Source: an optimization exercise on an open RTL-to-GDS flow (aim: small area, a short achievable clock period and few clock cycles per item). Production flows keep margins and buffers that such runs may drop. RTL that was checked went through simulation tests only; none was proved equivalent to the original. No activity file was given, so power comes from the tool's default toggle rates.

== tundra ==
// wav_header_chunk_parser
module wav_header_chunk_parser (
    input  logic        clk,
    input  logic        rst_n,
    input  logic        in_valid,
    output logic        in_stall,
    input  logic [7:0]  byte_value,
    input  logic        end_of_file,
    input  logic        cfg_valid,
    output logic        cfg_ready,
    input  logic [3:0]  cfg_data,
    output logic        out_valid,
    input  logic        out_stall,
    output logic        payload_valid,
    output logic [7:0]  payload_byte,
    output logic        payload_last,
    output logic [15:0] audio_format,
    output logic [15:0] num_channels,
    output logic [31:0] sample_freq,
    output logic [15:0] bits_per_sample,
    output logic [31:0] payload_size,
    output logic [2:0]  status
);
    logic [5:0]  pos_q;              
    logic        first_q;            
    logic        ph_h, ph_w, ph_p;   
    logic [2:0]  st_q;               
    logic [15:0] fmt_q, ch_q, bits_q;
    logic [31:0] rate_q, psize_q;
    logic [31:0] cnt_q;              
    logic [2:0]  hc_q;               
    logic        skip_q;             
    logic        match_q;            
    logic [3:0]  chunks_q;
    logic [3:0]  limit_q;
    logic        ov_q, pv_q, pl_q;
    logic [7:0]  pb_q;
    logic [5:0]  pos_n;
    logic [2:0]  st_n;
    logic        phh_n, phw_n, php_n;
    logic [2:0]  hc_n;
    logic        skip_n, match_n;
    logic [3:0]  chunks_n;
    logic        pv_n, pl_n;
    logic        hold, acc, take, src_eof;
    logic        a_v, a_eof, b_v, b_eof;
    logic [7:0]  a_d, b_d;
    logic        live, chk;
    logic [7:0]  d;
  ...
Size: ~700 cells after synthesis, ~0.0092 mm² of cells after synthesis.
export LEC_CHECK = 0
export CAP_MARGIN = 20
export CORE_MARGIN = 2
export CORE_UTILIZATION = 55
export SETUP_SLACK_MARGIN = 3.3
export SLEW_MARGIN = 20
create_clock -name core_clock -period 5.5 [get_ports {clk}]
standard.sh (not shown) runs the stock make flow with config.mk's settings and CLKGATE_MAP_FILE= SYNTH_SCRIPT=/design/flow/synth_recipe.tcl, a recipe that flattens the netlist after the stock synthesis.
==> flow/flow/run.sh <==
#!/bin/bash
# Standard ORFS layout, except that the port buffers use a small buffer cell
# (buf_1) instead of the delay-buffer cell buffer_ports picks by default;
# repair_design / repair_timing still resize them where needed.
set -euo pipefail
export BUFFER_PORTS_ARGS="-buffer_cell sky130_fd_sc_hd__buf_1"
bash standard.sh > standard.log 2>&1
tundra reached the end of the flow, and the finished layout is clean on the timing, design-rule and antenna checks.
Input changes introduced in sierra (baseline for comparison: tundra):
- changing SETUP_SLACK_MARGIN from 3.3 to 3.0
Results
tundra -> sierra: worst slack on hold paths flat
sierra vs. tundra: core utilization went down by 2.3 points.
Between sierra and tundra, final instance area is lower for sierra, tundra comes in above that.
From tundra to sierra the numbers moved as follows: detailed placer's ending HPWL picked up an extra 1.5%; fill cell total of the finished layout picked up an extra 49.
Cmp sierra and tundra / proportion of cell area occupied by multi-input gates / lower: sierra
Here is what was changed in the inputs of delta compared with sierra.
- swapping 3.0 for 3.3 in SETUP_SLACK_MARGIN
- putting CTS_BUF_LIST at sky130_fd_sc_hd__clkbuf_4 where nothing was set
Results
No run among sierra and delta stopped early or left any final violation; all are clean. The first-pass GRT wire length of delta is higher than that of sierra. Sum of internal, switching and leakage power in delta vs sierra: down about 0.9%. delta vs. sierra: HPWL reported at the end of detailed placement down about 1.5%, number of non-filler instances in the completed layout up about 8%, power per standard cell area down about 5%, total met2 wirelength after detailed routing up about 8%, met3 routing resource usage after global routing up 1.1 points. delta ends up with a routed wire length that is 1100 µm higher than in sierra. Of sierra and delta, the lower global-route usage belongs to sierra. In the flow results for sierra and delta, the total clock buffers created by CTS is smaller on sierra.
Input changes introduced in lagoon (baseline for comparison: delta):
- a change of CTS_BUF_LIST from sky130_fd_sc_hd__clkbuf_4 to sky130_fd_sc_hd__clkbuf_8
- an added CTS_CLUSTER_SIZE of 30
## What came out
Power density normalized to cell area, lagoon and delta, lower one = delta.
NOTE summed area of non-filler cells in the final layout delta->lagoon decreased by a few percent
Reported for lagoon and delta, number of cells on the critical path turned out identical to the last digit.
delta and lagoon ended up with roughly the same placement-stage worst setup slack.
Function was not checked in any run of this note: the RTL went through the layout flow alone.

## old
Another version of the RTL of wav_header_chunk_parser (not shown whole).
For scale: roughly 700 cells after synthesis, roughly 210 flip-flops, ~9000 um^2 of cells after synthesis.
==> flow/config.mk <==
export PLATFORM = sky130hd
export DESIGN_NAME = wav_header_chunk_parser
export DESIGN_NICKNAME = wav_header_chunk_parser
export VERILOG_FILES = /design/flow/design.v
export SDC_FILE = /design/flow/constraint.sdc
export NUM_CORES = 4
export LEC_CHECK = 0
export CAP_MARGIN = 20
export CORE_MARGIN = 2
export CORE_UTILIZATION = 55
export SETUP_SLACK_MARGIN = 3.0
export SLEW_MARGIN = 20
==> flow/constraint.sdc <==
create_clock -name core_clock -period 5.5 [get_ports {clk}]
set_input_delay 1.1000 -clock core_clock [delete_from_list [all_inputs] [get_ports {clk}]]
set_output_delay 1.1000 -clock core_clock [all_outputs]
set_load 0.01 [all_outputs]
Scripts as last shown in full above: flow/flow/run.sh
old went all the way through synthesis, placement and routing and the layout is clean on timing, DRC and antenna.
Inputs modified between old and new:
- a change of SETUP_SLACK_MARGIN from 3.0 to 3.3
Results
- Going from old to new, area of the multi-input gates went up by about 4%; worst setup slack grew by 0.016 ns; violation count after the first detailed-routing iteration +6.9%; multi-input logic portion of the cell area now larger.
No run of this note included a check of the RTL's function; only the layout flow was run.

Another version of the RTL of wav_header_chunk_parser (not shown whole).
For scale: about 860 cells after synthesis, ~9500 µm² of cells after synthesis.
export LEC_CHECK = 0
export ABC_AREA = 1
export CAP_MARGIN = 20
export CORE_MARGIN = 2
export CORE_UTILIZATION = 55
export CTS_CLUSTER_DIAMETER = 100
export CTS_CLUSTER_SIZE = 25
export SETUP_SLACK_MARGIN = 3.3
export SLEW_MARGIN = 20
create_clock -name core_clock -period 5.5 [get_ports {clk}]
Scripts as last shown in full above: flow/flow/run.sh
Edit:
- CTS_CLUSTER_SIZE: 25 -> 30
What happened: The new run produced a clean layout; wire length fell by about 1.4%; via count goes down by 0.96%; final area decreases by 1.5%; cell count drops by about 1%; flip-flop and latch count is unchanged; sequential share of layout area rose by 0.84 points.
Function was not checked in any run of this note: the RTL went through the layout flow alone.

Another version of the RTL of wav_header_chunk_parser (not shown whole).
For scale: roughly 730 cells after synthesis, about 220 flip-flops, about 150 I/O pins, about 9500 µm² of cells after synthesis.
clock: 5.5 ns
lec_check: 0
cap_margin: 5
core_margin: 2
core_utilization: 55
cts_cluster_diameter: 60
cts_cluster_size: 30
setup_slack_margin: 3.3
slew_margin: 5
Scripts as last shown in full above: flow/flow/run.sh
Testbench counts at the start, summed over its fixed seeds: cycles 34,680, items 34,664.
Then changed:
--- a/flow/config.mk
+++ b/flow/config.mk
@@ -8 +8,2 @@
-export CAP_MARGIN = 5
+export ABC_AREA = 1
+export CAP_MARGIN = 20
@@ -11,4 +12,4 @@
-export CTS_CLUSTER_DIAMETER = 60
-export CTS_CLUSTER_SIZE = 30
-export SETUP_SLACK_MARGIN = 3.3
-export SLEW_MARGIN = 5
+export CTS_CLUSTER_DIAMETER = 100
+export CTS_CLUSTER_SIZE = 25
+export SETUP_SLACK_MARGIN = 3.5
+export SLEW_MARGIN = 20
Effect:
- The new run went through all stages and came out clean
- power climbs by 19%
- routed wire length climbs by 12%
- register-to-register slack gets better by 210 ps
- maximum frequency rose by 4.3%
- global-route usage is higher by 1.3 points
- synthesized cell count is higher by 17%
- design area increases by 6.0%
- clock skew goes down by 5.0 ps
- cell count rose by 15%
Then changed:
--- a/flow/config.mk
+++ b/flow/config.mk
@@ -14 +14 @@
-export SETUP_SLACK_MARGIN = 3.5
+export SETUP_SLACK_MARGIN = 3.3
@@ -15,0 +16 @@
+export TNS_END_PERCENT = 10
Outcome:
- critical path depth is unchanged
- sequential share of layout area went up by 4.0 points
- wire length drops by 4.0%
- non-clock buffer count came out lower by 49
- global-route usage fell by 0.61 points
- die area does not change
- clock-buffer cell count does not change
- hold slack improves by 19 ps
Then changed:
--- a/flow/config.mk
+++ b/flow/config.mk
@@ -16 +15,0 @@
-export TNS_END_PERCENT = 10
Hold slack loses 9.9 ps.
Maximum frequency rises by a few percent.
Count of clock-buffer cells in the layout stays the same.
Die area does not change.
Area after synthesis stays the same.
Total power decreases slightly.
Clock skew drops by 7.2 ps.
Cell area drops slightly.
Setup slack gets better by 70 ps.
Global-route usage drops by 0.14 points.
Final cell count is about the same.
Then changed:
--- a/flow/config.mk
+++ b/flow/config.mk
@@ -8 +7,0 @@
-export ABC_AREA = 1
@@ -12,3 +11 @@
-export CTS_CLUSTER_DIAMETER = 100
-export CTS_CLUSTER_SIZE = 25
-export SETUP_SLACK_MARGIN = 3.3
+export SETUP_SLACK_MARGIN = 3.5
=> Hold slack improves by 3.6 ps; cell area grows by 12%; count of clock-buffer cells in the layout climbs by 13; synthesized cell count is lower by 14%; maximum frequency came out lower by 4.5%; setup slack gets worse by 100 ps; first-iteration DRC count is lower by 29%; non-clock buffer count rises by 65; synthesized area fell by 0.94%; combinational power went down by about 5%.
Then changed:
--- a/flow/config.mk
+++ b/flow/config.mk
@@ -10,2 +10,4 @@
-export CORE_UTILIZATION = 55
-export SETUP_SLACK_MARGIN = 3.5
+export CORE_UTILIZATION = 65
+export CTS_CLUSTER_DIAMETER = 60
+export CTS_CLUSTER_SIZE = 30
+export SETUP_SLACK_MARGIN = 3.3
Result: Clock power falls by 19%; utilization rises by 5.8 points; global-route usage rises by 3.3 points; final area falls by 9.0%; sequential power is about the same; cell count falls by 9.1%; synthesized cell count is unchanged; setup slack degrades by 13 ps; via count falls by 2.2%; total power falls by 11%; fmax falls by 0.57%.

v13:
The RTL this note starts from:
==> flow/design.v <==
package wavp_pkg;
    localparam logic [3:0] ChunkLimitReset = 4'd10;
    localparam logic [2:0] StHeader      = 3'd0;
    localparam logic [2:0] StPayload     = 3'd1;
    localparam logic [2:0] StDone        = 3'd2;
    localparam logic [2:0] StBadRiff     = 3'd3;
    localparam logic [2:0] StBadWave     = 3'd4;
    localparam logic [2:0] StBadChannels = 3'd5;
    localparam logic [2:0] StNoData      = 3'd6;
    localparam logic [2:0] StTruncated   = 3'd7;
endpackage
import wavp_pkg::*;
module wav_header_chunk_parser (
    input  logic        clk,
    input  logic        rst_n,
    input  logic        in_valid,
    output logic        in_stall,
    input  logic [7:0]  byte_value,
    input  logic        end_of_file,
    input  logic        cfg_valid,
    output logic        cfg_ready,
    input  logic [3:0]  cfg_data,
    output logic        out_valid,
    input  logic        out_stall,
    output logic        payload_valid,
    output logic [7:0]  payload_byte,
    output logic        payload_last,
    output logic [15:0] audio_format,
    output logic [15:0] num_channels,
    output logic [31:0] sample_freq,
    output logic [15:0] bits_per_sample,
    output logic [31:0] payload_size,
    output logic [2:0]  status
);
    logic [5:0]  pos_q;              
    logic [2:0]  st_q;               
    logic [15:0] fmt_q, ch_q, bits_q;
    logic [31:0] rate_q, psize_q;
    logic [31:0] cnt_q;              
    logic [2:0]  hc_q;               
    logic        skip_q;             
    logic        match_q;            
    logic [3:0]  chunks_q;
    logic [3:0]  limit_q;
    logic        ov_q, pv_q, pl_q;
    logic [7:0]  pb_q;
    logic [5:0]  pos_n;
    logic [2:0]  st_n;
    logic [15:0] fmt_n, ch_n, bits_n;
    logic [31:0] rate_n, psize_n;
    logic [31:0] cnt_n;
    logic [2:0]  hc_n;
    logic        skip_n, match_n;
    logic [3:0]  chunks_n;
    logic        pv_n, pl_n;
    logic        hold, acc;
    logic        first;
    logic [2:0]  st;
    logic        live, chk;
    logic [7:0]  d;
    logic [31:0] size;
    logic [31:0] cnt_dec;
    logic [3:0]  chunks_dec;
    logic [7:0]  hdr_tag, id_tag;
    assign d         = byte_value;
    assign hold      = ov_q & out_stall;
    assign in_stall  = hold;
    assign acc       = in_valid & ~hold;
    assign cfg_ready = 1'b1;
    assign first      = (pos_q == 6'd0);
    assign st         = first ? StHeader : st_q;
    assign live       = (st < StBadRiff);
    assign size       = {d, cnt_q[31:8]};
    assign cnt_dec    = cnt_q - 1'b1;
    assign chunks_dec = chunks_q - 1'b1;
    always_comb
    begin
        case (pos_q[1:0])
            2'd0:    hdr_tag = pos_q[3] ? 8'h57 : 8'h52;
            2'd1:    hdr_tag = pos_q[3] ? 8'h41 : 8'h49;
            2'd2:    hdr_tag = pos_q[3] ? 8'h56 : 8'h46;
            default: hdr_tag = pos_q[3] ? 8'h45 : 8'h46;
        endcase
        case (hc_q[1:0])
            2'd0:    id_tag = 8'h64;
            2'd1:    id_tag = 8'h61;
            2'd2:    id_tag = 8'h74;
            default: id_tag = 8'h61;
        endcase
    end
    always_comb
    begin
        fmt_n    = first ? 16'd0 : fmt_q;
        ch_n     = first ? 16'd0 : ch_q;
        rate_n   = first ? 32'd0 : rate_q;
        bits_n   = first ? 16'd0 : bits_q;
        psize_n  = first ? 32'd0 : psize_q;
        st_n     = st;
        cnt_n    = cnt_q;
        hc_n     = hc_q;
        skip_n   = skip_q;
        match_n  = match_q;
        chunks_n = chunks_q;
        pv_n     = 1'b0;
        pl_n     = 1'b0;
        if (live)
        begin
            case (pos_q)
                6'd20: fmt_n[7:0]    = d;
                6'd21: fmt_n[15:8]   = d;
                6'd22: ch_n[7:0]     = d;
                6'd23: ch_n[15:8]    = d;
                6'd24: rate_n[7:0]   = d;
                6'd25: rate_n[15:8]  = d;
                6'd26: rate_n[23:16] = d;
                6'd27: rate_n[31:24] = d;
                6'd34: bits_n[7:0]   = d;
                6'd35: bits_n[15:8]  = d;
                default: ;
            endcase
        end
        chk = live && (pos_q == 6'd23)
              && !(d == 8'd0 && (ch_q[7:0] == 8'd1 || ch_q[7:0] == 8'd2));
        if (chk)
            st_n = StBadChannels;
        else if (st == StHeader && pos_q < 6'd12)
        begin
            if (pos_q[1:0] == 2'd0)
                match_n = (d == hdr_tag);
            else
                match_n = match_q && (d == hdr_tag);
            if (pos_q == 6'd3 && !match_n)
                st_n = StBadRiff;
            else if (pos_q == 6'd11)
            begin
                if (!match_n)
                    st_n = StBadWave;
                else
                begin
                    hc_n     = 3'd0;
                    skip_n   = 1'b0;
                    chunks_n = limit_q;
                end
            end
        end
        else if (st == StHeader)
        begin
            if (skip_q)
            begin
                cnt_n  = cnt_dec;
                skip_n = (cnt_q != 32'd1);
            end
            else
            begin
                hc_n = hc_q + 1'b1;
                if (!hc_q[2])
                begin
                    if (hc_q[1:0] == 2'd0)
                        match_n = (d == id_tag);
                    else
                        match_n = match_q && (d == id_tag);
                end
                else if (hc_q != 3'd7)
                    cnt_n = size;
                else
                begin
                    if (chunks_q == 4'd0)
                        st_n = StNoData;
                    else if (match_q)
                    begin
                        psize_n = size;
                        cnt_n   = size;
                        st_n    = (size == 32'd0) ? StDone : StPayload;
                    end
                    else
                    begin
                        chunks_n = chunks_dec;
                        cnt_n    = size;
                        skip_n   = (size != 32'd0);
                        if (chunks_dec == 4'd0)
                            st_n = StNoData;
                    end
                end
            end
        end
        else if (st == StPayload)
        begin
            pv_n  = 1'b1;
            cnt_n = cnt_dec;
            if (cnt_q == 32'd1)
            begin
                pl_n = 1'b1;
                st_n = StDone;
            end
        end
        if (end_of_file)
        begin
            if (st_n == StPayload || (st_n == StHeader && pos_q < 6'd11))
                st_n = StTruncated;
            else if (st_n == StHeader)
                st_n = StNoData;
        end
        if (end_of_file)
            pos_n = 6'd0;
        else if (pos_q != 6'd36)
            pos_n = pos_q + 1'b1;
        else
            pos_n = pos_q;
    end
    always_ff @(posedge clk or negedge rst_n)
    begin
        if (!rst_n)
            limit_q <= ChunkLimitReset;
        else if (cfg_valid)
            limit_q <= cfg_data;
    end
    always_ff @(posedge clk or negedge rst_n)
    begin
        if (!rst_n)
        begin
            ov_q  <= 1'b0;
            pos_q <= 6'd0;
        end
        else
        begin
            ov_q <= in_valid | hold;
            if (acc)
                pos_q <= pos_n;
        end
    end
    always_ff @(posedge clk)
    begin
        if (acc)
        begin
            st_q     <= st_n;
            fmt_q    <= fmt_n;
            ch_q     <= ch_n;
            rate_q   <= rate_n;
            bits_q   <= bits_n;
            psize_q  <= psize_n;
            cnt_q    <= cnt_n;
            hc_q     <= hc_n;
            skip_q   <= skip_n;
            match_q  <= match_n;
            chunks_q <= chunks_n;
            pv_q     <= pv_n;
            pl_q     <= pl_n;
            pb_q     <= pv_n ? d : 8'd0;
        end
    end
    assign out_valid       = ov_q;
    assign payload_valid   = pv_q;
    assign payload_byte    = pb_q;
    assign payload_last    = pl_q;
    assign audio_format    = fmt_q;
    assign num_channels    = ch_q;
    assign sample_freq     = rate_q;
    assign bits_per_sample = bits_q;
    assign payload_size    = psize_q;
    assign status          = st_q;
endmodule
==> flow/config.mk <==
export PLATFORM = sky130hd
export DESIGN_NAME = wav_header_chunk_parser
export DESIGN_NICKNAME = wav_header_chunk_parser
export VERILOG_FILES = /design/flow/design.v
export SDC_FILE = /design/flow/constraint.sdc
export NUM_CORES = 4
export LEC_CHECK = 0
export CAP_MARGIN = 20
export CORE_MARGIN = 2
export CORE_UTILIZATION = 40
export SLEW_MARGIN = 20
==> flow/constraint.sdc <==
create_clock -name core_clock -period 5.5 [get_ports {clk}]
set_input_delay 1.1000 -clock core_clock [delete_from_list [all_inputs] [get_ports {clk}]]
set_output_delay 1.1000 -clock core_clock [all_outputs]
set_load 0.01 [all_outputs]
run.sh (not shown) runs the stock make flow with config.mk's settings and CLKGATE_MAP_FILE= SYNTH_SCRIPT=/design/flow/synth_recipe.tcl, a recipe that flattens the netlist after the stock synthesis.
Stock flow here: none of the scripts above is used.
v13: no failed stages, no open violations at the end
Testbench counts of v13, summed over its fixed seeds: cycles 34,672, items 34,664.
> inputs changed (v13 -> v50)
Settings: CORE_UTILIZATION changed from 40 to 70; SETUP_SLACK_MARGIN newly set to 3.3; ABC_AREA newly set to 1.
==> comparison <==
- What ended v50 was a tool error in clock tree synthesis (4_1_cts); the run never finished.
- Reported for v13 and v50, number of flops mapped to enable cells by yosys turned out identical to the last digit.
- Relative to v13, floorplan die width has gone down in v50.
- The starting density of the core in v50 sits 32 points above the value recorded for v13.
- Comparing synthesized area for v13 and v50, the smaller number came from v13.
- As far as number of flip-flops and latches in the synthesized netlist goes, v50 and v13 are indistinguishable; the numbers are identical.
- v50 against v13: sequential fraction of the synthesis area lower; count of buffers inserted at the top-level ports comparable; post-synthesis cell type count now sits lower.
Input changes introduced in v11 (baseline for comparison: v50):
Settings: ABC_AREA no longer set, was 1.
[summary]
Flow for v11 halted at clock tree synthesis (4_1_cts), error code DPL-0038.
v11 against v50: total setup buffers inserted after CTS shows an increase of about 10%, area of placed instances shows a reduction of about 1.6%, post-cts resize count shows a reduction of 22, count of different cell masters after synthesis shows an increase of 66%.
v11 vs. v50: mean area per synthesized cell now larger; number of instances in the synthesized netlist now smaller.

[what the ideal ports hide]
How much do the figures lean on ideal ports? The routed layouts below were timed once more, with nothing changed but the port constraints.
Step 1, drivers: a clkbuf_16 drives clk and a buf_2 each remaining input, both assumed.
Step 2, shift: input delay + t, output delay - t, t = (earliest + latest rising clock arrival at the registers) / 2. This alone moves slack from input paths to output paths.
Slacks: ideal / step 1 / step 2; pairs: ideal / step 1.
run | shift t [ns] | setup slack, ns | worst setup path at the end | clock arrival spread, ns
tundra | 0.540 | 2.941 / 2.941 / 2.828 | input to register | 0.021 / 0.021
sierra | 0.530 | 2.891 / 2.891 / 2.640 | input to register | 0.018 / 0.017
delta | 0.683 | 2.876 / 2.876 / 2.776 | input to register | 0.035 / 0.035
lagoon | 0.555 | 2.977 / 2.977 / 2.807 | input to register | 0.021 / 0.020
old | 0.539 | 2.809 / 2.809 / 2.545 | input to register | 0.016 / 0.016
new | 0.526 | 2.824 / 2.824 / 2.822 | input to register | 0.010 / 0.010
the first run of note 3 | 0.510 | 3.313 / 3.272 / 2.861 | input to register | 0.021 / 0.022
the second run of note 3 | 0.506 | 3.322 / 3.276 / 2.939 | input to register | 0.024 / 0.025
the first run of note 4 | 0.520 | 3.260 / 3.250 / 2.931 | input to register | 0.029 / 0.029
the second run of note 4 | 0.510 | 3.352 / 3.305 / 3.085 | input to register | 0.023 / 0.023
the third run of note 4 | 0.511 | 3.258 / 3.212 / 2.803 | input to register | 0.020 / 0.020
the fourth run of note 4 | 0.506 | 3.329 / 3.284 / 2.888 | input to register | 0.012 / 0.012
the fifth run of note 4 | 0.534 | 3.227 / 3.227 / 2.895 | input to register | 0.018 / 0.018
the sixth run of note 4 | 0.512 | 3.214 / 3.214 / 2.830 | input to register | 0.020 / 0.019
v13 | 0.474 | 2.062 / 2.084 / 1.610 | input to register | 0.013 / 0.014
After both steps setup and hold are still met in every run listed. For the third run of note 4, which loses most, drivers alone change the setup slack by -0.046 ns; drivers and shift together by -0.455 ns.
